This design comes from an exercise in tuning for small area, a short achievable clock period and few clock cycles per item on the open sky130 flow, not from production work. RTL that was checked went through simulation tests only; none was proved equivalent to the original. The RTL of run 1 was laid out without a check of its function. No activity file was given, so power comes from the tool's default toggle rates.

==> flow/design.v (outline; a module is shown in full before it is edited, if it fits) <==
// module hammersley_point_generator: 7581 lines
module hammersley_point_generator #(
  parameter int INDEX_BITS    = 20,
  parameter int FRACTION_BITS = 32
) (
  input  logic                             clk,
  input  logic                             rst_n,
  input  logic                             cfg_valid,
  output logic                             cfg_ready,
  input  logic [hpg_pkg::LENGTH_BITS-1:0]  cfg_sequence_length,
  input  logic                             in_valid,
  output logic                             in_ready,
  input  logic [INDEX_BITS-1:0]            in_sample_index,
  output logic                             out_valid,
  input  logic                             out_ready,
  output logic [hpg_pkg::COORD_BITS-1:0]   out_regular_coord,
  output logic [hpg_pkg::COORD_BITS-1:0]   out_radix2_coord,
  output logic [hpg_pkg::COORD_BITS-1:0]   out_radix3_coord,
  output logic [hpg_pkg::COORD_BITS-1:0]   out_radix5_coord,
  output logic                             out_index_out_of_range
);
  // ...
==> flow/run.sh <==
#!/bin/bash
# synth_recipe.tcl (not shown) runs the flow's synth.tcl, then flattens the netlist and writes it again
# the make line also repeats each setting of config.mk as NAME=value (left out here)
make -C /OpenROAD-flow-scripts/flow DESIGN_CONFIG=/design/flow/config.mk WORK_HOME=/design/flow/orfs CLKGATE_MAP_FILE= SYNTH_SCRIPT=/design/flow/synth_recipe.tcl finish
==> flow/config.mk <==
export PLATFORM = sky130hd
export DESIGN_NAME = hammersley_point_generator
export DESIGN_NICKNAME = hammersley_point_generator
export VERILOG_FILES = /design/flow/design.v
export SDC_FILE = /design/flow/constraint.sdc
export NUM_CORES = 4
export LEC_CHECK = 0
export ABC_CLOCK_PERIOD_IN_PS = 2500
export CAP_MARGIN = 20
export CORE_MARGIN = 2
export CORE_UTILIZATION = 55
export SETUP_SLACK_MARGIN = 5
export SLEW_MARGIN = 20
==> flow/constraint.sdc <==
create_clock -name core_clock -period 8.0 [get_ports {clk}]
set_input_delay 1.6000 -clock core_clock [delete_from_list [all_inputs] [get_ports {clk}]]
set_output_delay 1.6000 -clock core_clock [all_outputs]
set_load 0.01 [all_outputs]
==> metrics.cfg, run 1 <==
[final_layout]
design.seq.count=1790
final_cell_mix=1421 x dfxtp_1, 1298 x inv_1, 939 x nand2_1
largestClassByArea=multi-input combinational cells
area_share_nonclk_buffers_pct=6.90
nets=13300
multi_input_area_share_pct=52.0
final_cell_count_no_fill=14800
area_delta_synth_final_pct=19.5

[power_and_ir_drop]
p_int_mw=34.5
p_sw_share_pct=45.0

[timing]
max_freq_mhz=273
worst_pin_slew_ns=1.03

[place]
post_dp_cell_area_sq_mm=0.112
place_inst=13800

[global_routing]
grtUsageTotal_pct=31.6
grt_pass1_wl_mm=499
busiest_layer=met2

[worst_hold_path]
worstHoldStart=p2527_8
hold_end=p2527_9

[floorplan]
fp.dieW_um=449

[synthesis]
yosys_warnings=1
synthAdderAreaFrac_pct=21.3
netlist_area_sq_mm=0.109
synth_cell_types=115
synth_compound_area_share_pct=17.0

[cts]
numClockSinks=1790
clk_pin_slew_ns=0.06
clockRootBuffer=clkbuf_16
insertion_delay_ns=0.89
cts_tree=built

[outcome]
status=finished clean

[detailed_routing]
dr_wl_met3_mm=34.8
routed-wl-met2_mm=143
viasPerCell=5.92

[worst_setup_path]
r2r_slack_ns=4.72
reg2reg_depth=13

[flow_run]
maxCapViolCount=0

==> run 2, diff against run 1 <==
--- a/flow/design.v
+++ b/flow/design.v
@@ -23,132 +23,151 @@
   input  logic                             out_ready,
   output logic [hpg_pkg::COORD_BITS-1:0]   out_regular_coord,
   output logic [hpg_pkg::COORD_BITS-1:0]   out_radix2_coord,
   output logic [hpg_pkg::COORD_BITS-1:0]   out_radix3_coord,
   output logic [hpg_pkg::COORD_BITS-1:0]   out_radix5_coord,
   output logic                             out_index_out_of_range
 );
   localparam int KS       = 9;
-  localparam int PH_ALLOW = 17;
+  localparam int PH_ALLOW = 18;
   logic [20:0] len_r;
   logic [4:0]  s_r;
   logic [21:0] nn_r;
   logic [23:0] n3_r;
   logic [21:0] k_r;
   logic [31:0] rp_r;
   logic [34:0] r3_r;
   logic [21:0] rem_r;
   logic [4:0]  ph_r;
-  logic [20:0] nm1;
+  logic [20:0] nm1_r, leff_r;
+  logic [21:0] dn_r;
+  logic [23:0] dn3_r;
   logic [4:0]  lz;
-  logic [20:0] len_eff;
   logic [23:0] r4;
   logic [24:0] t1, t2, t3;
   logic [32:0] rp33;
-  assign nm1     = (len_r == 21'd0) ? 21'd0 : len_r - 21'd1;
-  assign len_eff = (len_r == 21'd0) ? 21'd1 : len_r;
   always_comb begin
     lz = 5'd21;
     for (int k = 0; k < 21; k++) begin
-      if (nm1[k]) lz = 5'(20 - k);
+      if (nm1_r[k]) lz = 5'(20 - k);
     end
   end
   assign r4   = {rem_r, 2'b00};
-  assign t1   = {1'b0, r4} - {3'b0, nn_r};
-  assign t2   = {1'b0, r4} - {2'b0, nn_r, 1'b0};
-  assign t3   = {1'b0, r4} - {1'b0, n3_r};
+  assign t1   = {1'b0, r4} - {3'b0, dn_r};
+  assign t2   = {1'b0, r4} - {2'b0, dn_r, 1'b0};
+  assign t3   = {1'b0, r4} - {1'b0, dn3_r};
   assign rp33 = {1'b1, rp_r};
   always_ff @(posedge clk) begin
     if (!rst_n) begin
       len_r <= 21'd1;
+      ph_r  <= 5'd0;
       s_r   <= 5'd21;
       nn_r  <= 22'h200000;
       n3_r  <= 24'h600000;
       k_r   <= 22'h200000;
       rp_r  <= 32'd0;
       r3_r  <= 35'h300000000;
-      rem_r <= 22'd0;
-      ph_r  <= 5'd0;
-    end else if (cfg_valid) begin
-      len_r <= cfg_sequence_length;
-      ph_r  <= 5'd1;
     end else begin
-      if (ph_r != 5'd0) ph_r <= (ph_r == 5'd20) ? 5'd0 : ph_r + 5'd1;
-      if (ph_r == 5'd1) s_r <= lz;
-      if (ph_r == 5'd2) nn_r <= 22'({1'b0, len_eff} << s_r);
-      if (ph_r == 5'd3) begin
-        n3_r  <= {2'b0, nn_r} + {1'b0, nn_r, 1'b0};
-        k_r   <= 22'(23'h400000 - {1'b0, nn_r});
-        rem_r <= 22'h200000 - nn_r;
+      if (cfg_valid) begin
+        len_r <= cfg_sequence_length;
+        ph_r  <= 5'd1;
+      end else if (ph_r != 5'd0) begin
+        ph_r <= (ph_r == 5'd21) ? 5'd0 : ph_r + 5'd1;
+      end
+      if (ph_r == 5'd2) s_r <= lz;
+      if (ph_r >= 5'd5 && ph_r <= 5'd20) begin
+        if (!t3[24])      rp_r <= {rp_r[29:0], 2'd3};
+        else if (!t2[24]) rp_r <= {rp_r[29:0], 2'd2};
+        else if (!t1[24]) rp_r <= {rp_r[29:0], 2'd1};
+        else              rp_r <= {rp_r[29:0], 2'd0};
       end
-      if (ph_r >= 5'd4 && ph_r <= 5'd19) begin
-        if (!t3[24]) begin
-          rem_r <= t3[21:0];
-          rp_r  <= {rp_r[29:0], 2'd3};
-        end else if (!t2[24]) begin
-          rem_r <= t2[21:0];
-          rp_r  <= {rp_r[29:0], 2'd2};
-        end else if (!t1[24]) begin
-          rem_r <= t1[21:0];
-          rp_r  <= {rp_r[29:0], 2'd1};
-        end else begin
-          rem_r <= r4[21:0];
-          rp_r  <= {rp_r[29:0], 2'd0};
-        end
+      if (ph_r == 5'd21) begin
+        r3_r <= {2'b0, rp33} + {1'b0, rp33, 1'b0};
+        nn_r <= dn_r;
+        n3_r <= dn3_r;
+        k_r  <= 22'(23'h400000 - {1'b0, dn_r});
       end
-      if (ph_r == 5'd20) r3_r <= {2'b0, rp33} + {1'b0, rp33, 1'b0};
+    end
+  end
+  always_ff @(posedge clk) begin
+    if (ph_r == 5'd1) begin
+      nm1_r  <= (len_r == 21'd0) ? 21'd0 : len_r - 21'd1;
+      leff_r <= (len_r == 21'd0) ? 21'd1 : len_r;
+    end
+    if (ph_r == 5'd3) dn_r <= 22'({1'b0, leff_r} << s_r);
+    if (ph_r == 5'd4) begin
+      dn3_r <= {2'b0, dn_r} + {1'b0, dn_r, 1'b0};
+      rem_r <= 22'h200000 - dn_r;
+    end
+    if (ph_r >= 5'd5 && ph_r <= 5'd20) begin
+      if (!t3[24])      rem_r <= t3[21:0];
+      else if (!t2[24]) rem_r <= t2[21:0];
+      else if (!t1[24]) rem_r <= t1[21:0];
+      else              rem_r <= r4[21:0];
     end
   end
   logic [19:0] ir_i, ib_i;
   logic        ir_v, ib_v;
   logic [20:0] m_s;
   logic        oor_s;
   logic [KS:0] v_r;
   logic [3:0]  rnd_r;
   logic        o_v;
   logic [31:0] o_reg, o_r2, o_r3, o_r5;
   logic        o_oor;
   logic [31:0] q_reg, q_r3, q_r5;
   logic [20:0] q_m;
   logic        q_oor;
-  logic forced, blocked, trig, recirc, cfg_ok, in_acc, o_free;
+  logic forced, blocked, trig, recirc, in_acc, o_free, in_ready_r;
   logic ir_oor;
   logic [20:0] ir_m;
   assign forced  = (rnd_r != 4'd0);
   assign blocked = o_v & ~out_ready;
   assign trig    = v_r[KS] & ~forced & blocked;
   assign recirc  = forced | trig;
   assign o_free  = ~o_v | out_ready;
-  assign cfg_ok  = (ph_r == 5'd0) || (ph_r >= 5'(PH_ALLOW));
-  assign in_ready  = ~ib_v & cfg_ok;
+  assign in_ready  = in_ready_r;
   assign cfg_ready = 1'b1;
-  assign in_acc    = in_valid & in_ready;
+  assign in_acc    = in_valid & in_ready_r;
   assign ir_oor = {1'b0, ir_i} >= len_r;
   assign ir_m   = ir_oor ? 21'd0 : ({1'b0, ir_i} + 21'd1);
+  logic ir_v_n, ib_v_n;
+  logic [4:0] ph_n;
+  always_comb begin
+    ir_v_n = ir_v;
+    ib_v_n = ib_v;
+    if (!recirc) begin
+      if (ib_v) begin
+        ir_v_n = 1'b1;
+        ib_v_n = 1'b0;
+      end else begin
+        ir_v_n = in_acc;
+      end
+    end else begin
+      if (!ir_v) ir_v_n = in_acc;
+      else if (in_acc) ib_v_n = 1'b1;
+    end
+    if (cfg_valid) ph_n = 5'd1;
+    else if (ph_r == 5'd0 || ph_r == 5'd21) ph_n = 5'd0;
+    else ph_n = ph_r + 5'd1;
+  end
   always_ff @(posedge clk) begin
     if (!rst_n) begin
-      ir_v  <= 1'b0;
-      ib_v  <= 1'b0;
-      v_r   <= '0;
-      rnd_r <= 4'd0;
-      o_v   <= 1'b0;
+      ir_v       <= 1'b0;
+      ib_v       <= 1'b0;
+      v_r        <= '0;
+      rnd_r      <= 4'd0;
+      o_v        <= 1'b0;
+      in_ready_r <= 1'b1;
     end else begin
       v_r <= {v_r[KS-1:0], recirc ? v_r[KS] : ir_v};
-      if (!recirc) begin
-        if (ib_v) begin
-          ir_v <= 1'b1;
-          ib_v <= 1'b0;
-        end else begin
-          ir_v <= in_acc;
-        end
-      end else begin
-        if (!ir_v) ir_v <= in_acc;
-        else if (in_acc) ib_v <= 1'b1;
-      end
+      ir_v <= ir_v_n;
+      ib_v <= ib_v_n;
+      in_ready_r <= ~ib_v_n & ((ph_n == 5'd0) || (ph_n >= 5'(PH_ALLOW)));
       rnd_r <= trig ? 4'(KS) : (forced ? rnd_r - 4'd1 : 4'd0);
       if (o_free) o_v <= v_r[KS] & ~recirc;
     end
   end
   always_ff @(posedge clk) begin
     if (!recirc) begin
       ir_i <= ib_v ? ib_i : in_sample_index;
     end else begin
@@ -378,31 +397,30 @@
   logic p186_4;
   logic p187_4;
   logic p203_5;
   logic p204_5;
   logic p205_5;
   logic p216_6;
   logic p217_6;
   logic p219_7;
-  logic p219_8;
-  logic p219_9;
   logic p220_7;
   logic p220_8;
   logic p220_9;
   logic p233_4;
   logic p234_4;
   logic p235_4;
   logic p251_5;
   logic p252_5;
   logic p253_5;
   logic p269_6;
   logic p270_6;
   logic p270_7;
   logic p271_6;
+  logic p271_7;
   logic p272_4;
   logic p275_4;
   logic p278_4;
   logic p279_4;
   logic p280_4;
   logic p296_5;
   logic p297_5;
   logic p298_5;
@@ -479,32 +497,33 @@
   logic p584_7;
   logic p585_7;
   logic p586_7;
   logic p591_8;
   logic p592_8;
   logic p597_7;
   logic p598_7;
   logic p599_7;
-  logic p600_7;
   logic p606_8;
   logic p607_8;
   logic p608_8;
   logic p613_7;
   logic p614_7;
+  logic p615_7;
+  logic p617_7;
+  logic p618_7;
   logic p623_8;
-  logic p624_8;
   logic p631_7;
   logic p632_7;
   logic p634_7;
   logic p635_7;
   logic p636_7;
-  logic p639_8;
-  logic p641_8;
   logic p642_8;
+  logic p643_8;
+  logic p644_8;
   logic p649_7;
   logic p650_7;
   logic p651_7;
   logic p659_8;
   logic p662_8;
   logic p668_7;
   logic p669_7;
   logic p670_7;
@@ -521,32 +540,33 @@
   logic p706_7;
   logic p714_8;
   logic p716_8;
   logic p717_8;
   logic p718_8;
   logic p719_8;
   logic p720_8;
   logic p725_7;
+  logic p726_7;
   logic p729_7;
   logic p730_7;
   logic p735_8;
   logic p736_8;
   logic p737_8;
   logic p749_7;
   logic p753_8;
   logic p755_8;
   logic p766_7;
   logic p767_7;
   logic p768_7;
   logic p772_8;
   logic p773_8;
   logic p774_8;
+  logic p783_8;
   logic p785_8;
-  logic p786_8;
   logic p793_7;
   logic p801_8;
   logic p802_8;
   logic p808_7;
   logic p809_7;
   logic p810_7;
   logic p814_8;
   logic p815_8;
@@ -651,24 +671,19 @@
   logic p1190_8;
   logic p1193_8;
   logic p1195_8;
   logic p1195_9;
   logic p1197_8;
   logic p1197_9;
   logic p1198_8;
   logic p1198_9;
-  logic p1199_7;
   logic p1199_8;
   logic p1199_9;
-  logic p1200_7;
-  logic p1200_8;
-  logic p1200_9;
   logic p1201_9;
-  logic p1209_9;
   logic p1215_9;
   logic p1219_9;
   logic p1220_9;
   logic p1221_9;
   logic p1222_9;
   logic p1223_9;
   logic p1224_9;
   logic p1225_9;
@@ -694,23 +709,27 @@
   logic p1245_9;
   logic p1246_9;
   logic p1247_8;
   logic p1247_9;
   logic p1248_8;
   logic p1248_9;
   logic p1249_9;
   logic p1250_9;
-  logic p1260_9;
-  logic p1261_9;
+  logic p1253_8;
+  logic p1253_9;
+  logic p1254_8;
+  logic p1254_9;
   logic p1262_9;
   logic p1263_9;
   logic p1264_9;
   logic p1296_9;
   logic p1297_9;
+  logic p1300_9;
+  logic p1301_9;
   logic p1542_1;
   logic p1546_1;
   logic p1550_1;
   logic p1554_1;
   logic p1555_1;
   logic p1556_1;
   logic p1557_1;
   logic p1570_2;
@@ -884,26 +903,26 @@
   logic p2027_8;
   logic p2028_8;
   logic p2035_7;
   logic p2036_7;
   logic p2041_8;
   logic p2042_8;
   logic p2049_7;
   logic p2055_8;
+  logic p2062_7;
   logic p2063_7;
   logic p2064_7;
   logic p2069_8;
-  logic p2075_7;
+  logic p2073_7;
   logic p2080_8;
   logic p2081_8;
   logic p2082_8;
+  logic p2087_7;
   logic p2088_7;
-  logic p2089_7;
-  logic p2090_7;
   logic p2091_8;
   logic p2092_8;
   logic p2101_7;
   logic p2102_7;
   logic p2105_8;
   logic p2106_8;
   logic p2115_7;
   logic p2116_7;
@@ -1013,18 +1032,20 @@
   logic p2397_8;
   logic p2399_9;
   logic p2400_9;
   logic p2405_7;
   logic p2407_8;
   logic p2407_9;
   logic p2415_7;
   logic p2416_7;
+  logic p2416_8;
   logic p2422_7;
   logic p2423_7;
+  logic p2423_8;
   logic p2424_7;
   logic p2429_7;
   logic p2431_8;
   logic p2431_9;
   logic p2437_7;
   logic p2438_7;
   logic p2438_8;
   logic p2441_7;
@@ -1058,19 +1079,17 @@
   logic p2473_8;
   logic p2473_9;
   logic p2474_8;
   logic p2474_9;
   logic p2477_8;
   logic p2477_9;
   logic p2478_8;
   logic p2478_9;
-  logic p2479_8;
   logic p2479_9;
-  logic p2480_8;
   logic p2480_9;
   logic p2481_8;
   logic p2481_9;
   logic p2482_8;
   logic p2482_9;
   logic p2483_9;
   logic p2484_9;
   logic p2485_7;
@@ -1101,36 +1120,36 @@
   logic p2527_7;
   logic p2527_8;
   logic p2527_9;
   logic p2536_8;
   logic p2541_9;
   logic p2547_9;
   logic p2580_9;
   logic p2774_1;
-  logic p2778_1;
   logic p2782_1;
   logic p2785_1;
   logic p2795_1;
   logic p2797_1;
   logic p2799_1;
   logic p2800_1;
+  logic p2804_1;
   logic p2805_1;
   logic p2806_1;
   logic p2807_1;
   logic p2810_1;
-  logic p2813_1;
   logic p2816_2;
   logic p2816_3;
   logic p2816_4;
   logic p2816_5;
   logic p2816_6;
   logic p2816_7;
   logic p2816_8;
   logic p2831_1;
+  logic p2855_1;
   logic p2857_1;
   logic p2947_2;
   logic p2948_2;
   logic p2949_2;
   logic p2950_2;
   logic p2951_2;
   logic p2952_2;
   logic p2953_2;
@@ -1145,16 +1164,18 @@
   logic p2962_2;
   logic p2963_2;
   logic p2964_2;
   logic p2965_2;
   logic p2966_2;
   logic p2967_2;
   logic p2968_2;
   logic p3370_3;
+  logic p3371_3;
+  logic p3376_3;
   logic p3384_3;
   logic p3385_3;
   logic p3391_3;
   logic p3392_3;
   logic p3393_3;
   logic p3400_3;
   logic p3401_3;
   logic p3408_3;
@@ -1197,20 +1218,22 @@
   logic p3580_3;
   logic p3581_3;
   logic p3582_3;
   logic p3583_3;
   logic p3598_3;
   logic p3599_3;
   logic p3600_3;
   logic p3601_3;
+  logic p3605_4;
   logic p3616_3;
   logic p3617_3;
   logic p3618_3;
   logic p3619_3;
+  logic p3622_4;
   logic p3623_4;
   logic p3634_3;
   logic p3635_3;
   logic p3636_3;
   logic p3637_3;
   logic p3640_4;
   logic p3652_3;
   logic p3653_3;
@@ -1298,26 +1321,21 @@
   logic p3942_3;
   logic p3942_4;
   logic p3943_3;
   logic p3943_4;
   logic p3944_3;
   logic p3944_4;
   logic p3946_3;
   logic p3946_4;
-  logic p3956_3;
-  logic p3957_3;
   logic p3971_4;
   logic p3973_4;
   logic p3974_4;
   logic p3975_4;
-  logic p3976_4;
   logic p3977_4;
-  logic p3978_4;
-  logic p3979_4;
   logic p3982_4;
   logic p3983_4;
   logic p3985_4;
   logic p3986_4;
   logic p3987_4;
   logic p3988_4;
   logic p3989_4;
   logic p3996_4;
@@ -1328,16 +1346,17 @@
   logic p4003_4;
   logic p4004_4;
   logic p4005_4;
   logic p4008_4;
   logic p4009_4;
   logic p4013_3;
   logic p4013_4;
   logic p4015_3;
+  logic p4028_4;
   logic p4032_4;
   logic p4053_3;
   logic p4054_3;
   logic p4119_4;
   logic p4120_4;
   logic p4121_4;
   logic p4122_4;
   logic p4123_4;
@@ -2023,66 +2042,66 @@
   wire n607 = (n525 ^ n590 ^ n605);
   wire n608 = ((n525 & n590) | (n525 & n605) | (n590 & n605));
   wire n609 = (p527_8 ^ n540 ^ p592_8);
   wire n610 = ((p527_8 & n540) | (p527_8 & p592_8) | (n540 & p592_8));
   wire n611 = (n594 ^ p607_8 ^ n609);
   wire n612 = ((n594 & p607_8) | (n594 & n609) | (p607_8 & n609));
   wire n613 = (n219 ^ n530 ^ n531);
   wire n614 = ((n219 & n530) | (n219 & n531) | (n530 & n531));
-  wire n615 = (p360_7 ^ p598_7 ^ p613_7);
+  wire n615 = (n360 ^ n598 ^ n613);
   wire n616 = ((n360 & n598) | (n360 & n613) | (n598 & n613));
-  wire n617 = (p399_7 ^ p432_7 ^ p600_7);
-  wire n618 = ((p399_7 & p432_7) | (p399_7 & p600_7) | (p432_7 & p600_7));
-  wire n619 = (n535 ^ n615 ^ n617);
-  wire n620 = ((n535 & n615) | (n535 & n617) | (n615 & n617));
+  wire n617 = (n399 ^ n432 ^ n600);
+  wire n618 = ((n399 & n432) | (n399 & n600) | (n432 & n600));
+  wire n619 = (n535 ^ p615_7 ^ p617_7);
+  wire n620 = ((n535 & p615_7) | (n535 & p617_7) | (p615_7 & p617_7));
   wire n621 = (p484_7 ^ n602 ^ n619);
   wire n622 = ((p484_7 & n602) | (p484_7 & n619) | (n602 & n619));
   wire n623 = (n502 ^ n604 ^ n621);
   wire n624 = ((n502 & n604) | (n502 & n621) | (n604 & n621));
   wire n625 = (p526_8 ^ p538_8 ^ p606_8);
   wire n626 = ((p526_8 & p538_8) | (p526_8 & p606_8) | (p538_8 & p606_8));
   wire n627 = (p529_8 ^ p608_8 ^ p623_8);
   wire n628 = ((p529_8 & p608_8) | (p529_8 & p623_8) | (p608_8 & p623_8));
   wire n629 = (n610 ^ n625 ^ n627);
   wire n630 = ((n610 & n625) | (n610 & n627) | (n625 & n627));
   wire n631 = (n220 ^ p271_6 ^ n319);
   wire n632 = ((n220 & p271_6) | (n220 & n319) | (p271_6 & n319));
   wire n633 = (n532 ^ n614 ^ n631);
   wire n634 = ((n532 & n614) | (n532 & n631) | (n614 & n631));
   wire n635 = (n400 ^ n616 ^ n633);
   wire n636 = ((n400 & n616) | (n400 & n633) | (n616 & n633));
-  wire n637 = (n534 ^ n535 ^ n618);
-  wire n638 = ((n534 & n535) | (n534 & n618) | (n535 & n618));
+  wire n637 = (n534 ^ n535 ^ p618_7);
+  wire n638 = ((n534 & n535) | (n534 & p618_7) | (n535 & p618_7));
   wire n639 = (p483_7 ^ n620 ^ p635_7);
   wire n640 = ((p483_7 & n620) | (p483_7 & p635_7) | (n620 & p635_7));
   wire n641 = (n517 ^ n622 ^ n637);
   wire n642 = ((n517 & n622) | (n517 & n637) | (n622 & n637));
-  wire n643 = (p624_8 ^ p639_8 ^ p641_8);
-  wire n644 = ((p624_8 & p639_8) | (p624_8 & p641_8) | (p639_8 & p641_8));
-  wire n645 = (p528_8 ^ n626 ^ n643);
-  wire n646 = ((p528_8 & n626) | (p528_8 & n643) | (n626 & n643));
+  wire n643 = (n624 ^ n639 ^ n641);
+  wire n644 = ((n624 & n639) | (n624 & n641) | (n639 & n641));
+  wire n645 = (p528_8 ^ n626 ^ p643_8);
+  wire n646 = ((p528_8 & n626) | (p528_8 & p643_8) | (n626 & p643_8));
   wire n647 = (n628 ^ n630 ^ n645);
   wire n648 = ((n628 & n630) | (n628 & n645) | (n630 & n645));
   wire n649 = (n219 ^ n318 ^ n632);
   wire n650 = ((n219 & n318) | (n219 & n632) | (n318 & n632));
   wire n651 = (n399 ^ n532 ^ n649);
   wire n652 = ((p399_7 & p532_7) | (p399_7 & p649_7) | (p532_7 & p649_7));
   wire n653 = (n534 ^ p634_7 ^ p651_7);
   wire n654 = ((n534 & p634_7) | (n534 & p651_7) | (p634_7 & p651_7));
   wire n655 = (p484_7 ^ n535 ^ p636_7);
   wire n656 = ((p484_7 & n535) | (p484_7 & p636_7) | (n535 & p636_7));
   wire n657 = (n638 ^ n653 ^ n655);
   wire n658 = ((n638 & n653) | (n638 & n655) | (n653 & n655));
   wire n659 = (n516 ^ n640 ^ n657);
   wire n660 = ((n516 & n640) | (n516 & n657) | (n640 & n657));
   wire n661 = (p525_8 ^ p527_8 ^ p642_8);
   wire n662 = ((n525 & n527) | (n525 & n642) | (n527 & n642));
-  wire n663 = (n540 ^ n644 ^ p659_8);
-  wire n664 = ((n540 & n644) | (n540 & p659_8) | (n644 & p659_8));
+  wire n663 = (n540 ^ p644_8 ^ p659_8);
+  wire n664 = ((n540 & p644_8) | (n540 & p659_8) | (p644_8 & p659_8));
   wire n665 = (n646 ^ n661 ^ n663);
   wire n666 = ((n646 & n661) | (n646 & n663) | (n661 & n663));
   wire n667 = (n220 ^ n319 ^ n361);
   wire n668 = ((n220 & n319) | (n220 & n361) | (n319 & n361));
   wire n669 = (n533 ^ n650 ^ n667);
   wire n670 = ((n533 & n650) | (n533 & n667) | (n650 & n667));
   wire n671 = (n534 ^ n652 ^ p669_7);
   wire n672 = ((n534 & n652) | (n534 & p669_7) | (n652 & p669_7));
@@ -2194,35 +2213,35 @@
   wire n778 = ((n760 & n762) | (n760 & n775) | (n762 & n775));
   wire n779 = (p220_7 ^ p360_7 ^ p399_7);
   wire n780 = ((p220_7 & p360_7) | (p220_7 & p399_7) | (p360_7 & p399_7));
   wire n781 = (p766_7 ^ p768_7 ^ n779);
   wire n782 = ((p766_7 & p768_7) | (p766_7 & n779) | (p768_7 & n779));
   wire n783 = (p484_7 ^ n770 ^ n781);
   wire n784 = ((p484_7 & n770) | (p484_7 & n781) | (n770 & n781));
   wire n785 = (n517 ^ n526 ^ n783);
-  wire n786 = ((n517 & n526) | (n517 & n783) | (n526 & n783));
+  wire n786 = ((p517_8 & p526_8) | (p517_8 & p783_8) | (p526_8 & p783_8));
   wire n787 = (p527_8 ^ p772_8 ^ p785_8);
   wire n788 = ((p527_8 & p772_8) | (p527_8 & p785_8) | (p772_8 & p785_8));
   wire n789 = (n540 ^ p774_8 ^ n787);
   wire n790 = ((n540 & p774_8) | (n540 & n787) | (p774_8 & n787));
   wire n791 = (n776 ^ n778 ^ n789);
   wire n792 = ((n776 & n778) | (n776 & n789) | (n778 & n789));
   wire n793 = (n219 ^ p270_6 ^ n318);
   wire n794 = ((n219 & p270_6) | (n219 & n318) | (p270_6 & n318));
   wire n795 = (p400_7 ^ p532_7 ^ p793_7);
   wire n796 = ((p400_7 & p532_7) | (p400_7 & p793_7) | (p532_7 & p793_7));
   wire n797 = (p483_7 ^ n780 ^ n795);
   wire n798 = ((p483_7 & n780) | (p483_7 & n795) | (n780 & n795));
   wire n799 = (n501 ^ n782 ^ n797);
   wire n800 = ((n501 & n782) | (n501 & n797) | (n782 & n797));
   wire n801 = (n525 ^ n784 ^ n799);
   wire n802 = ((n525 & n784) | (n525 & n799) | (n784 & n799));
-  wire n803 = (n540 ^ p786_8 ^ p801_8);
-  wire n804 = ((n540 & p786_8) | (n540 & p801_8) | (p786_8 & p801_8));
+  wire n803 = (n540 ^ n786 ^ p801_8);
+  wire n804 = ((n540 & n786) | (n540 & p801_8) | (n786 & p801_8));
   wire n805 = (n788 ^ n790 ^ n803);
   wire n806 = ((n788 & n790) | (n788 & n803) | (n790 & n803));
   wire n807 = (n220 ^ n319 ^ n530);
   wire n808 = ((n220 & n319) | (n220 & n530) | (n319 & n530));
   wire n809 = (n361 ^ n794 ^ n807);
   wire n810 = ((n361 & n794) | (n361 & n807) | (n794 & n807));
   wire n811 = (p484_7 ^ n796 ^ p809_7);
   wire n812 = ((p484_7 & n796) | (p484_7 & p809_7) | (n796 & p809_7));
@@ -2607,18 +2626,18 @@
   wire n1191 = (p219_7 ^ p270_7 ^ p361_7);
   wire n1192 = ((p219_7 & p270_7) | (p219_7 & p361_7) | (p270_7 & p361_7));
   wire n1193 = (n1186 ^ n1188 ^ n1191);
   wire n1194 = ((n1186 & n1188) | (n1186 & n1191) | (n1188 & n1191));
   wire n1195 = (p705_7 ^ n1192 ^ n1194);
   wire n1196 = ((p705_7 & n1192) | (p705_7 & n1194) | (n1192 & n1194));
   wire n1197 = (p706_7 ^ p725_7 ^ n1196);
   wire n1198 = ((p706_7 & p725_7) | (p706_7 & n1196) | (p725_7 & n1196));
-  wire n1199 = (n220 ^ p271_6 ^ n726);
-  wire n1200 = ((n220 & p271_6) | (n220 & n726) | (p271_6 & n726));
+  wire n1199 = (p220_7 ^ p271_7 ^ p726_7);
+  wire n1200 = ((p220_7 & p271_7) | (p220_7 & p726_7) | (p271_7 & p726_7));
   wire n1201 = ((n582 & n595));
   wire n1203 = ((n596 & n611));
   wire n1204 = (n596 ^ n611);
   wire n1205 = ((n612 & n629));
   wire n1206 = (n612 ^ n629);
   wire n1207 = ((n648 & n665));
   wire n1208 = (n648 ^ n665);
   wire n1209 = ((n686 & n703));
@@ -2660,18 +2679,18 @@
   wire n1245 = ((n1168 & p1173_8));
   wire n1246 = (n1168 ^ p1173_8);
   wire n1247 = ((n1174 & n1177));
   wire n1248 = (n1174 ^ n1177);
   wire n1249 = ((p1190_8 & p1193_8));
   wire n1250 = (p1190_8 ^ p1193_8);
   wire n1251 = ((p1198_9 & p1199_9));
   wire n1252 = (p1198_9 ^ p1199_9);
-  wire n1253 = ((p219_9 & p1200_9));
-  wire n1254 = (p219_9 ^ p1200_9);
+  wire n1253 = ((p219_7 & n1200));
+  wire n1254 = (p219_7 ^ n1200);
   wire n1257 = ((n1205) | (n1203 & n1206));
   wire n1258 = ((n1204 & n1206));
   wire n1259 = ((n647 & n1208));
   wire n1260 = ((n685 & n1210));
   wire n1261 = ((n723 & n745));
   wire n1262 = ((n1213) | (n1211 & n1214));
   wire n1263 = ((n1212 & n1214));
   wire n1264 = ((n791 & n1216));
@@ -2695,22 +2714,22 @@
   wire n1282 = ((p1137_9 & p1240_9));
   wire n1283 = ((p1149_9 & p1242_9));
   wire n1284 = ((p1245_9) | (p1243_9 & p1246_9));
   wire n1285 = ((p1244_9 & p1246_9));
   wire n1286 = ((p1183_9 & p1247_9));
   wire n1287 = ((p1183_9 & p1248_9));
   wire n1288 = ((p1189_9 & p1250_9));
   wire n1289 = ((p1195_9 & p1197_9));
-  wire n1290 = ((n1253) | (n1251 & n1254));
-  wire n1291 = ((n1252 & n1254));
+  wire n1290 = ((p1253_9) | (n1251 & p1254_9));
+  wire n1291 = ((n1252 & p1254_9));
   wire n1296 = ((n1207) | (n1257 & n1259));
   wire n1297 = ((n1258 & n1259));
-  wire n1300 = ((p1209_9 & p1261_9));
-  wire n1301 = ((p1260_9 & p1261_9));
+  wire n1300 = ((n1209 & n1261));
+  wire n1301 = ((n1260 & n1261));
   wire n1304 = ((p1215_9) | (p1262_9 & p1264_9));
   wire n1305 = ((p1263_9 & p1264_9));
   wire n1306 = ((n1218 & n1265));
   wire n1307 = ((n1265 & n1267));
   wire n1308 = ((p1221_9) | (p1222_9 & n1268));
   wire n1309 = ((p1222_9 & n1269));
   wire n1310 = ((n1270) | (n1268 & n1271));
   wire n1311 = ((n1269 & n1271));
@@ -2734,18 +2753,18 @@
   wire n1329 = ((p1248_9 & n1285));
   wire n1330 = ((n1286) | (n1284 & n1287));
   wire n1331 = ((n1285 & n1287));
   wire n1332 = ((p1195_9 & p1249_9));
   wire n1333 = ((p1195_9 & n1288));
   wire n1334 = ((p1249_9 & n1289));
   wire n1335 = ((n1288 & n1289));
   wire n1344 = ((p1296_9) | (p1201_9 & p1297_9));
-  wire n1352 = ((n1304) | (n1300 & n1305));
-  wire n1353 = ((n1301 & n1305));
+  wire n1352 = ((n1304) | (p1300_9 & n1305));
+  wire n1353 = ((p1301_9 & n1305));
   wire n1354 = ((p1219_9) | (p1220_9 & n1266));
   wire n1355 = ((p1220_9 & n1307));
   wire n1356 = ((n1268) | (n1266 & n1269));
   wire n1357 = ((n1269 & n1307));
   wire n1358 = ((n1308) | (n1266 & n1309));
   wire n1359 = ((n1307 & n1309));
   wire n1360 = ((n1310) | (n1266 & n1311));
   wire n1361 = ((n1307 & n1311));
@@ -2867,17 +2886,17 @@
   wire n1532 = (p1246_9 ^ n1488);
   wire n1533 = (p1248_9 ^ n1490);
   wire n1534 = (p1183_9 ^ n1492);
   wire n1535 = (p1189_9 ^ n1494);
   wire n1536 = (p1250_9 ^ n1496);
   wire n1537 = (p1195_9 ^ n1498);
   wire n1538 = (p1197_9 ^ n1500);
   wire n1539 = (n1252 ^ n1502);
-  wire n1540 = (n1254 ^ n1504);
+  wire n1540 = (p1254_9 ^ n1504);
   wire n1541 = (p220_9 ^ n1506);
   wire n1542 = ((m_s[20]) | (m_s[18] & m_s[19]) | (m_s[17] & m_s[19]));
   wire n1543 = ((m_s[17] & ~m_s[19] & ~m_s[20]) | (~m_s[17] & m_s[20]) | (~m_s[17] & m_s[18] & m_s[19]));
   wire n1544 = ((m_s[17] & m_s[18]) | (~m_s[17] & m_s[20]) | (m_s[18] & ~m_s[19]));
   wire n1545 = ((m_s[17] & m_s[20]) | (~m_s[17] & ~m_s[18] & m_s[19]));
   wire n1546 = ((n1545) | (n1543 & n1544) | (m_s[16] & n1544));
   wire n1547 = ((m_s[16] & ~n1544 & ~n1545) | (~m_s[16] & n1545) | (~m_s[16] & n1543 & n1544));
   wire n1548 = ((m_s[16] & n1543) | (~m_s[16] & n1545) | (n1543 & ~n1544));
@@ -3402,48 +3421,48 @@
   wire n2067 = (p1920_7 ^ n2054 ^ p2063_7);
   wire n2068 = ((p1920_7 & n2054) | (p1920_7 & p2063_7) | (n2054 & p2063_7));
   wire n2069 = (n2056 ^ n2065 ^ n2067);
   wire n2070 = ((n2056 & n2065) | (n2056 & n2067) | (n2065 & n2067));
   wire n2071 = (p1731_6 ^ p1866_6 ^ n1870);
   wire n2072 = ((p1731_6 & p1866_6) | (p1731_6 & n1870) | (p1866_6 & n1870));
   wire n2073 = (n1898 ^ n2060 ^ n2071);
   wire n2074 = ((n1898 & n2060) | (n1898 & n2071) | (n2060 & n2071));
-  wire n2075 = (n1858 ^ n2062 ^ n2073);
-  wire n2076 = ((n1858 & n2062) | (n1858 & n2073) | (n2062 & n2073));
-  wire n2077 = (p1915_7 ^ p2064_7 ^ p2075_7);
-  wire n2078 = ((p1915_7 & p2064_7) | (p1915_7 & p2075_7) | (p2064_7 & p2075_7));
+  wire n2075 = (p1858_7 ^ p2062_7 ^ p2073_7);
+  wire n2076 = ((p1858_7 & p2062_7) | (p1858_7 & p2073_7) | (p2062_7 & p2073_7));
+  wire n2077 = (p1915_7 ^ p2064_7 ^ n2075);
+  wire n2078 = ((p1915_7 & p2064_7) | (p1915_7 & n2075) | (p2064_7 & n2075));
   wire n2079 = (p1918_7 ^ n2066 ^ n2077);
   wire n2080 = ((p1918_7 & n2066) | (p1918_7 & n2077) | (n2066 & n2077));
   wire n2081 = (n2068 ^ n2070 ^ n2079);
   wire n2082 = ((n2068 & n2070) | (n2068 & n2079) | (n2070 & n2079));
   wire n2083 = (p1867_6 ^ p1871_6 ^ p1878_6);
   wire n2084 = ((p1867_6 & p1871_6) | (p1867_6 & p1878_6) | (p1871_6 & p1878_6));
   wire n2085 = (p1775_6 ^ n2072 ^ n2083);
   wire n2086 = ((p1775_6 & n2072) | (p1775_6 & n2083) | (n2072 & n2083));
   wire n2087 = (p1855_6 ^ n2074 ^ n2085);
   wire n2088 = ((p1855_6 & n2074) | (p1855_6 & n2085) | (n2074 & n2085));
-  wire n2089 = (n1862 ^ n2076 ^ n2087);
-  wire n2090 = ((n1862 & n2076) | (n1862 & n2087) | (n2076 & n2087));
-  wire n2091 = (p1921_7 ^ n2078 ^ p2089_7);
-  wire n2092 = ((p1921_7 & n2078) | (p1921_7 & p2089_7) | (n2078 & p2089_7));
+  wire n2089 = (p1862_7 ^ n2076 ^ p2087_7);
+  wire n2090 = ((p1862_7 & n2076) | (p1862_7 & p2087_7) | (n2076 & p2087_7));
+  wire n2091 = (p1921_7 ^ n2078 ^ n2089);
+  wire n2092 = ((p1921_7 & n2078) | (p1921_7 & n2089) | (n2078 & n2089));
   wire n2093 = (p2080_8 ^ p2082_8 ^ p2091_8);
   wire n2094 = ((p2080_8 & p2082_8) | (p2080_8 & p2091_8) | (p2082_8 & p2091_8));
   wire n2095 = (p1868_6 ^ p1872_6 ^ p1881_6);
   wire n2096 = ((p1868_6 & p1872_6) | (p1868_6 & p1881_6) | (p1872_6 & p1881_6));
   wire n2097 = (p1885_6 ^ n2084 ^ n2095);
   wire n2098 = ((p1885_6 & n2084) | (p1885_6 & n2095) | (n2084 & n2095));
   wire n2099 = (p1811_6 ^ n2086 ^ n2097);
   wire n2100 = ((p1811_6 & n2086) | (p1811_6 & n2097) | (n2086 & n2097));
   wire n2101 = (p1839_6 ^ n1858 ^ n2099);
   wire n2102 = ((p1839_6 & n1858) | (p1839_6 & n2099) | (n1858 & n2099));
   wire n2103 = (p1856_7 ^ p2088_7 ^ p2101_7);
   wire n2104 = ((p1856_7 & p2088_7) | (p1856_7 & p2101_7) | (p2088_7 & p2101_7));
-  wire n2105 = (n1922 ^ p2090_7 ^ n2103);
-  wire n2106 = ((n1922 & p2090_7) | (n1922 & n2103) | (p2090_7 & n2103));
+  wire n2105 = (n1922 ^ n2090 ^ n2103);
+  wire n2106 = ((n1922 & n2090) | (n1922 & n2103) | (n2090 & n2103));
   wire n2107 = (p2092_8 ^ n2094 ^ p2105_8);
   wire n2108 = ((p2092_8 & n2094) | (p2092_8 & p2105_8) | (n2094 & p2105_8));
   wire n2109 = (p1611_6 ^ p1873_6 ^ p1881_6);
   wire n2110 = ((p1611_6 & p1873_6) | (p1611_6 & p1881_6) | (p1873_6 & p1881_6));
   wire n2111 = (p1887_6 ^ n2096 ^ n2109);
   wire n2112 = ((p1887_6 & n2096) | (p1887_6 & n2109) | (n2096 & n2109));
   wire n2113 = (p1812_6 ^ n2098 ^ n2111);
   wire n2114 = ((p1812_6 & n2098) | (p1812_6 & n2111) | (n2098 & n2111));
@@ -3805,18 +3824,18 @@
   wire n2471 = ((n2244 & n2255));
   wire n2472 = (n2244 ^ n2255);
   wire n2473 = ((n2270 & n2283));
   wire n2474 = (n2270 ^ n2283);
   wire n2475 = ((p2400_9 & p2407_9));
   wire n2476 = (p2400_9 ^ p2407_9);
   wire n2477 = ((n2408 & p2415_7));
   wire n2478 = (n2408 ^ p2415_7);
-  wire n2479 = ((p2416_7 & p2423_7));
-  wire n2480 = (p2416_7 ^ p2423_7);
+  wire n2479 = ((p2416_8 & p2423_8));
+  wire n2480 = (p2416_8 ^ p2423_8);
   wire n2481 = ((n2432 & p2437_7));
   wire n2482 = (n2432 ^ p2437_7);
   wire n2483 = ((p2438_8 & p2441_8));
   wire n2484 = (p2438_8 ^ p2441_8);
   wire n2485 = ((n2442 & n2443));
   wire n2486 = (n2442 ^ n2443);
   wire n2487 = ((n2444 & n2445));
   wire n2488 = (n2444 ^ n2445);
@@ -4050,17 +4069,17 @@
   wire n2795 = ((n2785) | (n2776));
   wire n2796 = ((n2786) | (n2785));
   wire n2797 = ((n2787) | (n2785));
   wire n2798 = ((n2789) | (m_s[12]));
   wire n2799 = ((n2789) | (n2780));
   wire n2800 = ((n2790) | (n2789));
   wire n2801 = ((n2791) | (n2789));
   wire n2803 = ((p2797_1) | (p10_1));
-  wire n2804 = ((p2797_1) | (p2778_1));
+  wire n2804 = ((n2797) | (n2778));
   wire n2805 = ((n2797) | (n2788));
   wire n2806 = ((n2797) | (n2789));
   wire n2807 = ((n2798) | (n2797));
   wire n2808 = ((p2799_1) | (p2797_1));
   wire n2809 = ((p2800_1) | (p2797_1));
   wire n2810 = ((n2801) | (n2797));
   wire n2811 = ((p2810_1) | (p18_1));
   wire n2812 = ((p2810_1) | (p2782_1));
@@ -4082,17 +4101,17 @@
   wire n2829 = ~(p8_1 ^ p2795_1);
   wire n2830 = ((n2816 & n2829));
   wire n2831 = ~(m_s[7] ^ n2796);
   wire n2832 = ((n2816 & p2831_1));
   wire n2833 = ~(p10_1 ^ p2797_1);
   wire n2834 = ((n2816 & n2833));
   wire n2835 = ~(p11_1 ^ n2803);
   wire n2836 = ((n2816 & n2835));
-  wire n2837 = ~(p12_1 ^ n2804);
+  wire n2837 = ~(p12_1 ^ p2804_1);
   wire n2838 = ((n2816 & n2837));
   wire n2839 = ~(p13_1 ^ p2805_1);
   wire n2840 = ((n2816 & n2839));
   wire n2841 = ~(p14_1 ^ p2806_1);
   wire n2842 = ((n2816 & n2841));
   wire n2843 = ~(p15_1 ^ p2807_1);
   wire n2844 = ((n2816 & n2843));
   wire n2845 = ~(p16_1 ^ n2808);
@@ -4100,18 +4119,18 @@
   wire n2847 = ~(p17_1 ^ n2809);
   wire n2848 = ((n2816 & n2847));
   wire n2849 = ~(p18_1 ^ p2810_1);
   wire n2850 = ((n2816 & n2849));
   wire n2851 = ~(p19_1 ^ n2811);
   wire n2852 = ((n2816 & n2851));
   wire n2853 = ~(p20_1 ^ n2812);
   wire n2854 = ((n2816 & n2853));
-  wire n2855 = ~(p21_1 ^ p2813_1);
-  wire n2856 = ((n2816 & n2855));
+  wire n2855 = ~(m_s[19] ^ n2813);
+  wire n2856 = ((n2816 & p2855_1));
   wire n2857 = ~(m_s[20] ^ n2814);
   wire n2858 = ((n2816 & p2857_1));
   wire n2859 = ((~s_r[0] & n2816));
   wire n2860 = ((s_r[0] & n2816) | (~s_r[0] & n2818));
   wire n2861 = ((s_r[0] & n2818) | (~s_r[0] & n2820));
   wire n2862 = ((s_r[0] & n2820) | (~s_r[0] & n2822));
   wire n2863 = ((s_r[0] & n2822) | (~s_r[0] & n2824));
   wire n2864 = ((s_r[0] & n2824) | (~s_r[0] & n2826));
@@ -5197,18 +5216,18 @@
   wire n3947 = ((n3318 & n3351) | (n3318 & n3945) | (n3351 & n3945));
   wire n3948 = ((n2971 & n3004));
   wire n3950 = ((n2972 & n3005));
   wire n3951 = (n2972 ^ n3005);
   wire n3952 = ((n3355 & n3356));
   wire n3953 = (n3355 ^ n3356);
   wire n3954 = ((n3361 & n3364));
   wire n3955 = (n3361 ^ n3364);
-  wire n3956 = ((n3371 & n3376));
-  wire n3957 = (n3371 ^ n3376);
+  wire n3956 = ((p3371_3 & p3376_3));
+  wire n3957 = (p3371_3 ^ p3376_3);
   wire n3958 = ((p3385_3 & p3392_3));
   wire n3959 = (p3385_3 ^ p3392_3);
   wire n3960 = ((n3403 & n3412));
   wire n3961 = (n3403 ^ n3412);
   wire n3962 = ((n3425 & n3436));
   wire n3963 = (n3425 ^ n3436);
   wire n3964 = ((n3451 & n3464));
   wire n3965 = (n3451 ^ n3464);
@@ -5219,18 +5238,18 @@
   wire n3970 = ((n3533 & n3550));
   wire n3971 = (n3533 ^ n3550);
   wire n3972 = ((n3551 & n3568));
   wire n3973 = (n3551 ^ n3568);
   wire n3974 = ((n3569 & n3586));
   wire n3975 = (n3569 ^ n3586);
   wire n3976 = ((n3587 & n3604));
   wire n3977 = (n3587 ^ n3604);
-  wire n3978 = ((n3605 & n3622));
-  wire n3979 = (n3605 ^ n3622);
+  wire n3978 = ((p3605_4 & p3622_4));
+  wire n3979 = (p3605_4 ^ p3622_4);
   wire n3980 = ((p3623_4 & p3640_4));
   wire n3981 = (p3623_4 ^ p3640_4);
   wire n3982 = ((n3641 & n3658));
   wire n3983 = (n3641 ^ n3658);
   wire n3984 = ((n3659 & n3676));
   wire n3985 = (n3659 ^ n3676);
   wire n3986 = ((n3677 & n3694));
   wire n3987 = (n3677 ^ n3694);
@@ -5257,29 +5276,29 @@
   wire n4008 = ((n3935 & p3938_3));
   wire n4009 = (n3935 ^ p3938_3);
   wire n4010 = ((p3943_4 & p3944_4));
   wire n4011 = (p3943_4 ^ p3944_4);
   wire n4013 = (n3352 ^ n3947);
   wire n4015 = ((n3950) | (n3948 & n3951));
   wire n4017 = ((n3354 & n3953));
   wire n4018 = ((n3360 & n3955));
-  wire n4019 = ((p3370_3 & p3957_3));
+  wire n4019 = ((p3370_3 & n3957));
   wire n4020 = ((p3384_3 & n3959));
   wire n4021 = ((n3402 & n3961));
   wire n4022 = ((n3424 & n3963));
   wire n4023 = ((n3450 & n3965));
   wire n4024 = ((n3480 & n3967));
   wire n4025 = ((n3514 & n3969));
   wire n4026 = ((n3972) | (n3970 & n3973));
   wire n4027 = ((n3971 & n3973));
-  wire n4028 = ((p3976_4) | (p3974_4 & p3977_4));
+  wire n4028 = ((n3976) | (n3974 & n3977));
   wire n4029 = ((p3975_4 & p3977_4));
-  wire n4030 = ((n3980) | (p3978_4 & n3981));
-  wire n4031 = ((p3979_4 & n3981));
+  wire n4030 = ((n3980) | (n3978 & n3981));
+  wire n4031 = ((n3979 & n3981));
   wire n4032 = ((n3984) | (n3982 & n3985));
   wire n4033 = ((p3983_4 & p3985_4));
   wire n4034 = ((p3988_4) | (p3986_4 & p3989_4));
   wire n4035 = ((p3987_4 & p3989_4));
   wire n4036 = ((n3992) | (n3990 & n3993));
   wire n4037 = ((n3991 & n3993));
   wire n4038 = ((p3784_4 & n3994));
   wire n4039 = ((p3784_4 & n3995));
@@ -5288,29 +5307,29 @@
   wire n4042 = ((p3862_4 & n4001));
   wire n4043 = ((p3886_4 & p4003_4));
   wire n4044 = ((p3906_4 & p4005_4));
   wire n4045 = ((p3922_4 & n4007));
   wire n4046 = ((p3934_4 & p4009_4));
   wire n4047 = ((p3942_4 & n4011));
   wire n4053 = ((n3954) | (n3952 & n4018));
   wire n4054 = ((n4017 & n4018));
-  wire n4057 = ((n3958) | (p3956_3 & n4020));
+  wire n4057 = ((n3958) | (n3956 & n4020));
   wire n4058 = ((n4019 & n4020));
   wire n4061 = ((n3962) | (n3960 & n4022));
   wire n4062 = ((n4021 & n4022));
   wire n4065 = ((n3966) | (n3964 & n4024));
   wire n4066 = ((n4023 & n4024));
   wire n4067 = ((n3970) | (n3968 & n3971));
   wire n4068 = ((n3971 & n4025));
   wire n4069 = ((n4026) | (n3968 & n4027));
   wire n4070 = ((n4025 & n4027));
-  wire n4071 = ((p3978_4) | (p3979_4 & n4028));
-  wire n4072 = ((p3979_4 & n4029));
-  wire n4073 = ((n4030) | (n4028 & n4031));
+  wire n4071 = ((n3978) | (n3979 & p4028_4));
+  wire n4072 = ((n3979 & n4029));
+  wire n4073 = ((n4030) | (p4028_4 & n4031));
   wire n4074 = ((n4029 & n4031));
   wire n4075 = ((p3986_4) | (p3987_4 & p4032_4));
   wire n4076 = ((p3987_4 & n4033));
   wire n4077 = ((n4034) | (p4032_4 & n4035));
   wire n4078 = ((n4033 & n4035));
   wire n4079 = ((n3994) | (n3995 & n4036));
   wire n4080 = ((n3995 & n4037));
   wire n4081 = ((n4038) | (n4036 & n4039));
@@ -5364,17 +5383,17 @@
   wire n4146 = ((n4090 & n4092));
   wire n4147 = ((n4093) | (n4089 & n4094));
   wire n4148 = ((n4090 & n4094));
   wire n4149 = ((p3946_4 & n4097));
   wire n4150 = ((p3946_4 & n4098));
   wire n4169 = ((n4115) | (n4107 & n4116));
   wire n4171 = ((p3974_4) | (p3975_4 & p4123_4));
   wire n4172 = ((p3975_4 & p4124_4));
-  wire n4173 = ((n4028) | (n4029 & p4123_4));
+  wire n4173 = ((p4028_4) | (n4029 & p4123_4));
   wire n4174 = ((n4029 & p4124_4));
   wire n4175 = ((n4071) | (n4072 & p4123_4));
   wire n4176 = ((n4072 & p4124_4));
   wire n4177 = ((n4073) | (n4074 & p4123_4));
   wire n4178 = ((n4074 & p4124_4));
   wire n4179 = ((n4125) | (p4123_4 & n4126));
   wire n4180 = ((p4124_4 & n4126));
   wire n4181 = ((n4127) | (p4123_4 & n4128));
@@ -5440,17 +5459,17 @@
   wire n4283 = ((n4237) | (n4233 & n4238));
   wire n4285 = ((n4239) | (n4233 & n4240));
   wire n4287 = ((n4241) | (n4233 & n4242));
   wire n4289 = ((n4243) | (n4233 & n4244));
   wire n4295 = (p3971_4 ^ n4213);
   wire n4296 = (p3973_4 ^ n4215);
   wire n4297 = (p3975_4 ^ n4217);
   wire n4298 = (p3977_4 ^ n4219);
-  wire n4299 = (p3979_4 ^ n4221);
+  wire n4299 = (n3979 ^ n4221);
   wire n4300 = (n3981 ^ n4223);
   wire n4301 = (p3983_4 ^ n4225);
   wire n4302 = (p3985_4 ^ n4227);
   wire n4303 = (p3987_4 ^ n4229);
   wire n4304 = (p3989_4 ^ n4231);
   wire n4305 = (n3991 ^ n4233);
   wire n4306 = (n3993 ^ n4249);
   wire n4307 = (n3995 ^ n4251);
@@ -6384,31 +6403,30 @@
     p186_4 <= n186;
     p187_4 <= n187;
     p203_5 <= n203;
     p204_5 <= n204;
     p205_5 <= n205;
     p216_6 <= n216;
     p217_6 <= n217;
     p219_7 <= n219;
-    p219_8 <= p219_7;
-    p219_9 <= p219_8;
     p220_7 <= n220;
     p220_8 <= p220_7;
     p220_9 <= p220_8;
     p233_4 <= n233;
     p234_4 <= n234;
     p235_4 <= n235;
     p251_5 <= n251;
     p252_5 <= n252;
     p253_5 <= n253;
     p269_6 <= n269;
     p270_6 <= n270;
     p270_7 <= p270_6;
     p271_6 <= n271;
+    p271_7 <= p271_6;
     p272_4 <= n272;
     p275_4 <= n275;
     p278_4 <= n278;
     p279_4 <= n279;
     p280_4 <= n280;
     p296_5 <= n296;
     p297_5 <= n297;
     p298_5 <= n298;
@@ -6485,32 +6503,33 @@
     p584_7 <= n584;
     p585_7 <= n585;
     p586_7 <= n586;
     p591_8 <= n591;
     p592_8 <= n592;
     p597_7 <= n597;
     p598_7 <= n598;
     p599_7 <= n599;
-    p600_7 <= n600;
     p606_8 <= n606;
     p607_8 <= n607;
     p608_8 <= n608;
     p613_7 <= n613;
     p614_7 <= n614;
+    p615_7 <= n615;
+    p617_7 <= n617;
+    p618_7 <= n618;
     p623_8 <= n623;
-    p624_8 <= n624;
     p631_7 <= n631;
     p632_7 <= n632;
     p634_7 <= n634;
     p635_7 <= n635;
     p636_7 <= n636;
-    p639_8 <= n639;
-    p641_8 <= n641;
     p642_8 <= n642;
+    p643_8 <= n643;
+    p644_8 <= n644;
     p649_7 <= n649;
     p650_7 <= n650;
     p651_7 <= n651;
     p659_8 <= n659;
     p662_8 <= n662;
     p668_7 <= n668;
     p669_7 <= n669;
     p670_7 <= n670;
@@ -6527,32 +6546,33 @@
     p706_7 <= n706;
     p714_8 <= n714;
     p716_8 <= n716;
     p717_8 <= n717;
     p718_8 <= n718;
     p719_8 <= n719;
     p720_8 <= n720;
     p725_7 <= n725;
+    p726_7 <= n726;
     p729_7 <= n729;
     p730_7 <= n730;
     p735_8 <= n735;
     p736_8 <= n736;
     p737_8 <= n737;
     p749_7 <= n749;
     p753_8 <= n753;
     p755_8 <= n755;
     p766_7 <= n766;
     p767_7 <= n767;
     p768_7 <= n768;
     p772_8 <= n772;
     p773_8 <= n773;
     p774_8 <= n774;
+    p783_8 <= n783;
     p785_8 <= n785;
-    p786_8 <= n786;
     p793_7 <= n793;
     p801_8 <= n801;
     p802_8 <= n802;
     p808_7 <= n808;
     p809_7 <= n809;
     p810_7 <= n810;
     p814_8 <= n814;
     p815_8 <= n815;
@@ -6657,24 +6677,19 @@
     p1190_8 <= n1190;
     p1193_8 <= n1193;
     p1195_8 <= n1195;
     p1195_9 <= p1195_8;
     p1197_8 <= n1197;
     p1197_9 <= p1197_8;
     p1198_8 <= n1198;
     p1198_9 <= p1198_8;
-    p1199_7 <= n1199;
-    p1199_8 <= p1199_7;
+    p1199_8 <= n1199;
     p1199_9 <= p1199_8;
-    p1200_7 <= n1200;
-    p1200_8 <= p1200_7;
-    p1200_9 <= p1200_8;
     p1201_9 <= n1201;
-    p1209_9 <= n1209;
     p1215_9 <= n1215;
     p1219_9 <= n1219;
     p1220_9 <= n1220;
     p1221_9 <= n1221;
     p1222_9 <= n1222;
     p1223_9 <= n1223;
     p1224_9 <= n1224;
     p1225_9 <= n1225;
@@ -6700,23 +6715,27 @@
     p1245_9 <= n1245;
     p1246_9 <= n1246;
     p1247_8 <= n1247;
     p1247_9 <= p1247_8;
     p1248_8 <= n1248;
     p1248_9 <= p1248_8;
     p1249_9 <= n1249;
     p1250_9 <= n1250;
-    p1260_9 <= n1260;
-    p1261_9 <= n1261;
+    p1253_8 <= n1253;
+    p1253_9 <= p1253_8;
+    p1254_8 <= n1254;
+    p1254_9 <= p1254_8;
     p1262_9 <= n1262;
     p1263_9 <= n1263;
     p1264_9 <= n1264;
     p1296_9 <= n1296;
     p1297_9 <= n1297;
+    p1300_9 <= n1300;
+    p1301_9 <= n1301;
     p1542_1 <= n1542;
     p1546_1 <= n1546;
     p1550_1 <= n1550;
     p1554_1 <= n1554;
     p1555_1 <= n1555;
     p1556_1 <= n1556;
     p1557_1 <= n1557;
     p1570_2 <= n1570;
@@ -6890,26 +6909,26 @@
     p2027_8 <= n2027;
     p2028_8 <= n2028;
     p2035_7 <= n2035;
     p2036_7 <= n2036;
     p2041_8 <= n2041;
     p2042_8 <= n2042;
     p2049_7 <= n2049;
     p2055_8 <= n2055;
+    p2062_7 <= n2062;
     p2063_7 <= n2063;
     p2064_7 <= n2064;
     p2069_8 <= n2069;
-    p2075_7 <= n2075;
+    p2073_7 <= n2073;
     p2080_8 <= n2080;
     p2081_8 <= n2081;
     p2082_8 <= n2082;
+    p2087_7 <= n2087;
     p2088_7 <= n2088;
-    p2089_7 <= n2089;
-    p2090_7 <= n2090;
     p2091_8 <= n2091;
     p2092_8 <= n2092;
     p2101_7 <= n2101;
     p2102_7 <= n2102;
     p2105_8 <= n2105;
     p2106_8 <= n2106;
     p2115_7 <= n2115;
     p2116_7 <= n2116;
@@ -7019,18 +7038,20 @@
     p2397_8 <= n2397;
     p2399_9 <= n2399;
     p2400_9 <= n2400;
     p2405_7 <= n2405;
     p2407_8 <= n2407;
     p2407_9 <= p2407_8;
     p2415_7 <= n2415;
     p2416_7 <= n2416;
+    p2416_8 <= p2416_7;
     p2422_7 <= n2422;
     p2423_7 <= n2423;
+    p2423_8 <= p2423_7;
     p2424_7 <= n2424;
     p2429_7 <= n2429;
     p2431_8 <= n2431;
     p2431_9 <= p2431_8;
     p2437_7 <= n2437;
     p2438_7 <= n2438;
     p2438_8 <= p2438_7;
     p2441_7 <= n2441;
@@ -7064,20 +7085,18 @@
     p2473_8 <= n2473;
     p2473_9 <= p2473_8;
     p2474_8 <= n2474;
     p2474_9 <= p2474_8;
     p2477_8 <= n2477;
     p2477_9 <= p2477_8;
     p2478_8 <= n2478;
     p2478_9 <= p2478_8;
-    p2479_8 <= n2479;
-    p2479_9 <= p2479_8;
-    p2480_8 <= n2480;
-    p2480_9 <= p2480_8;
+    p2479_9 <= n2479;
+    p2480_9 <= n2480;
     p2481_8 <= n2481;
     p2481_9 <= p2481_8;
     p2482_8 <= n2482;
     p2482_9 <= p2482_8;
     p2483_9 <= n2483;
     p2484_9 <= n2484;
     p2485_7 <= n2485;
     p2485_8 <= p2485_7;
@@ -7107,36 +7126,36 @@
     p2527_7 <= n2527;
     p2527_8 <= p2527_7;
     p2527_9 <= p2527_8;
     p2536_8 <= n2536;
     p2541_9 <= n2541;
     p2547_9 <= n2547;
     p2580_9 <= n2580;
     p2774_1 <= n2774;
-    p2778_1 <= n2778;
     p2782_1 <= n2782;
     p2785_1 <= n2785;
     p2795_1 <= n2795;
     p2797_1 <= n2797;
     p2799_1 <= n2799;
     p2800_1 <= n2800;
+    p2804_1 <= n2804;
     p2805_1 <= n2805;
     p2806_1 <= n2806;
     p2807_1 <= n2807;
     p2810_1 <= n2810;
-    p2813_1 <= n2813;
     p2816_2 <= n2816;
     p2816_3 <= p2816_2;
     p2816_4 <= p2816_3;
     p2816_5 <= p2816_4;
     p2816_6 <= p2816_5;
     p2816_7 <= p2816_6;
     p2816_8 <= p2816_7;
     p2831_1 <= n2831;
+    p2855_1 <= n2855;
     p2857_1 <= n2857;
     p2947_2 <= n2947;
     p2948_2 <= n2948;
     p2949_2 <= n2949;
     p2950_2 <= n2950;
     p2951_2 <= n2951;
     p2952_2 <= n2952;
     p2953_2 <= n2953;
@@ -7151,16 +7170,18 @@
     p2962_2 <= n2962;
     p2963_2 <= n2963;
     p2964_2 <= n2964;
     p2965_2 <= n2965;
     p2966_2 <= n2966;
     p2967_2 <= n2967;
     p2968_2 <= n2968;
     p3370_3 <= n3370;
+    p3371_3 <= n3371;
+    p3376_3 <= n3376;
     p3384_3 <= n3384;
     p3385_3 <= n3385;
     p3391_3 <= n3391;
     p3392_3 <= n3392;
     p3393_3 <= n3393;
     p3400_3 <= n3400;
     p3401_3 <= n3401;
     p3408_3 <= n3408;
@@ -7203,20 +7224,22 @@
     p3580_3 <= n3580;
     p3581_3 <= n3581;
     p3582_3 <= n3582;
     p3583_3 <= n3583;
     p3598_3 <= n3598;
     p3599_3 <= n3599;
     p3600_3 <= n3600;
     p3601_3 <= n3601;
+    p3605_4 <= n3605;
     p3616_3 <= n3616;
     p3617_3 <= n3617;
     p3618_3 <= n3618;
     p3619_3 <= n3619;
+    p3622_4 <= n3622;
     p3623_4 <= n3623;
     p3634_3 <= n3634;
     p3635_3 <= n3635;
     p3636_3 <= n3636;
     p3637_3 <= n3637;
     p3640_4 <= n3640;
     p3652_3 <= n3652;
     p3653_3 <= n3653;
@@ -7304,26 +7327,21 @@
     p3942_3 <= n3942;
     p3942_4 <= p3942_3;
     p3943_3 <= n3943;
     p3943_4 <= p3943_3;
     p3944_3 <= n3944;
     p3944_4 <= p3944_3;
     p3946_3 <= n3946;
     p3946_4 <= p3946_3;
-    p3956_3 <= n3956;
-    p3957_3 <= n3957;
     p3971_4 <= n3971;
     p3973_4 <= n3973;
     p3974_4 <= n3974;
     p3975_4 <= n3975;
-    p3976_4 <= n3976;
     p3977_4 <= n3977;
-    p3978_4 <= n3978;
-    p3979_4 <= n3979;
     p3982_4 <= n3982;
     p3983_4 <= n3983;
     p3985_4 <= n3985;
     p3986_4 <= n3986;
     p3987_4 <= n3987;
     p3988_4 <= n3988;
     p3989_4 <= n3989;
     p3996_4 <= n3996;
@@ -7334,16 +7352,17 @@
     p4003_4 <= n4003;
     p4004_4 <= n4004;
     p4005_4 <= n4005;
     p4008_4 <= n4008;
     p4009_4 <= n4009;
     p4013_3 <= n4013;
     p4013_4 <= p4013_3;
     p4015_3 <= n4015;
+    p4028_4 <= n4028;
     p4032_4 <= n4032;
     p4053_3 <= n4053;
     p4054_3 <= n4054;
     p4119_4 <= n4119;
     p4120_4 <= n4120;
     p4121_4 <= n4121;
     p4122_4 <= n4122;
     p4123_4 <= n4123;
--- a/flow/config.mk
+++ b/flow/config.mk
@@ -4,10 +4,10 @@
 export VERILOG_FILES = /design/flow/design.v
 export SDC_FILE = /design/flow/constraint.sdc
 export NUM_CORES = 4
 export LEC_CHECK = 0
 export ABC_CLOCK_PERIOD_IN_PS = 2500
 export CAP_MARGIN = 20
 export CORE_MARGIN = 2
 export CORE_UTILIZATION = 55
-export SETUP_SLACK_MARGIN = 5
+export SETUP_SLACK_MARGIN = 4.6
 export SLEW_MARGIN = 20
==> run 2 against run 1 <==
Critical path depth grew 3; design area decreased by 4.2%; global-route usage decreased by 3.0 points; fmax increased by 5.5%; clock power increased by 3.0%; synthesized cell count rose by 0.12%; largest power group unchanged; power is 5.9% lower; cell count shrank 2.9%; area after synthesis grew 2.8%; flip-flop and latch count up 88.
==> metrics.cfg, run 2 <==
[synthesis]
synth_ff_type=dfxtp_1
ys_ff_latch=1878
yosysMostFrequentCell=dfxtp_1
synthSimpleGateAreaFrac_pct=10.9
synth_top_family_by_area=adder cells
synth_compound_area_share_pct=15.9  ; -1.1 points
yosys-top-cells-area=dfxtp_1 29%, fa_1 17%, edfxtp_1 7.2%
yosys_warnings=1  ; unchanged
synthMuxAreaShare_pct=6.18
synth_cell_types=107  ; -7.0%
synth.avg_cell_area_sq_um=9.63
synth_xor_area_share_pct=3.11
netlist_area_sq_mm=0.112  ; +2.8%
synthAdderAreaFrac_pct=20.7  ; -0.67 points

[floorplan]
die_h_um=455
core_sq_mm=0.202
initial_core_util_pct=55.3
fp.dieW_um=455  ; +1.4%
io_pins=178
die-area_sq_mm=0.207

[outcome]
status=finished clean

[worst_setup_path]
critPathMaxFanout=4
critPathTopFamily=simple AND/OR/NAND/NOR gates
cp_common_cell=nor2_1
worst_setup_path_end_kind=flop
cp.required_ns=8.55
path_class=reg -> reg
crit_slowest_cell=xnor2_1
max_stage_delay_ns=0.84

[power_and_ir_drop]
p_total_mw=59.0
power_per_cell_area_mw_per_mm2=475
peakVddDrop_uv=338

[flow_run]
maxCapViolCount=0  ; unchanged

[timing]
hold_viol_final=0
final-max-slew-violation-count=0
clock_skew_ns=0.0492
fin_tns_setup_ns=0
max_freq_mhz=288  ; +5.5%
worst_pin_slew_ns=1.22  ; +0.191 ns
fin_ws_ns=4.52
setup_viol=0
max_slew_margin_pct=18.2

[final_layout]
multi_input_area_sq_mm=0.0648
final_cell_count_no_fill=14400  ; -2.9%
drive_gt1_share_pct=11.8
nets=12800  ; -3.5%
final_common_cell=dfxtp_1
area_delta_synth_final_pct=11.3
final_cell_mix=1543 x dfxtp_1, 1383 x inv_1, 955 x fa_1

[cts]
insertion_delay_ns=0.87  ; -0.02 ns
cts_tree=built
numClockSinks=1878  ; +4.9%
clockRootBuffer=clkbuf_16
clockBufferDepth=3
clk_pin_slew_ns=0.07  ; about the same
htreeDepth=4
cts_inserted_buffers=195

[detailed_routing]
viasPerCell=5.81  ; -1.8%
wl_per_cell_um=21.0
routed_wl_mm=301
ant_nets=0
firstDrtPassIters=8
route.detailed.drc=0

[worst_hold_path]
hold_class=reg -> reg

[global_routing]
antenna_found_initial=5
grt_pass1_wl_mm=467  ; -6.5%
gr-total-overflow=0
grtUsageTotal_pct=28.7  ; -3.0 points

[place]
pre_cts_ws_ns=3.32
place_hpwl_mm=218
place_inst=13900  ; +0.38%

-- run 2: cell types whose count changed after synthesis, sizes merged, moves of 41 or more --
cell and change:
a22oi -41, edfxtp +110, mux2 +61, mux2i +52
nand2 -87, o21ai -121
-- run 2: timing repair --
item / in CTS / in global routing
resized for setup: 218 / 219
pin swaps: 18 / 35
setup endpoints to repair: 307 / 186
hold endpoints to repair: 0 / 0
gates cloned: 6 / 2
setup buffers: 52 / 71
-- run 2: power breakdown --
group	total, mW	internal, mW	switching, mW	leakage [nW]
Clock	9.40	5.39	4.01	3.34
Sequential	16.3	13.2	3.03	16.1
Combinational	33.4	13.9	19.5	33.3
-- run 2: logic make-up (layout without fill, tap and decap cells) --
| logic type | count (synthesis) | after routing |
|---|---|---|
| AND/OR/NAND/NOR | 2651 | 2657 |
| buffers and inverters | 2111 | 2192 |
| flip-flops | 1878 | 1878 |
| adder cells (fa/ha/maj) | 1276 | 1276 |
| XOR/XNOR | 397 | 397 |
| AO/OA/AOI/OAI | 2662 | 2662 |
| multiplexers | 631 | 631 |
| other | 2 | 14 |
-- run 2: per-stage QoR --
step,hold WS (ns),instance area [sq um]
2_1_floorplan,0.310,112000
3_3_place_gp,0.310,115000
3_5_place_dp,0.312,115000
4_1_cts,0.303,123000
5_1_grt,0.311,124000
6_report,0.297,124000
-- run 2: final timing paths --
kind / from / to / slack (ns) / cells past startpoint
min: p1199_8 / p1199_9 / 0.30 / 0
min reg2reg: p1199_8 / p1199_9 / 0.30 / 0
max reg2reg: dn_r[2] / rem_r[18] / 4.52 / 10
max: dn_r[2] / rem_r[18] / 4.52 / 10
-- run 2: routing by layer --
| metal | routed length (um) | up-vias | global-route usage, % | part of all wire [%] |
|---|---|---|---|---|
| li1 | - | 39200 | - | - |
| met1 | 138000 | 40600 | 42.1 | 46 |
| met3 | 25500 | 483 | 6.56 | 8.4 |
| met2 | 130000 | 3186 | 42.4 | 43 |
| met4 | 7540 | 2 | 7.80 | 2.5 |
| met5 | 12 | - | 0 | 0.0040 |
-- run 2: cell type report --
cell class                      count  area share, %
Antenna cell                        2        0.00402
Clock buffer                      265           4.51
Clock inverter                    102          0.988
Inverter                         1411           4.29
Multi-Input combinational cell   7635           52.1
Sequential cell                  1878           32.5
Tap cell                         2672           2.69
Timing Repair Buffer              414           2.97
Testbench counts of run 2, summed over its fixed seeds: cycles 2,264, items 2,048.

afterwards: timing with drivers on the ports:
No port has a modelled driver above. Below, the same layouts with a new extraction and two added sets of constraints. Step 1, drivers: a clkbuf_16 drives clk and a buf_2 each remaining input, both assumed. Step 2 also shifts input and output timing later by t, the mid clock arrival at the registers, as if the neighbouring blocks saw the same clock. Slacks: no drivers / after step 1 / after step 2; pairs: no drivers / after step 1.
run	t (ns)	setup WS [ns]
run 1	0.934	4.331 / 4.243 / 4.179
run 2	0.930	4.522 / 4.522 / 3.922
After both steps setup and hold are still met in every run listed.
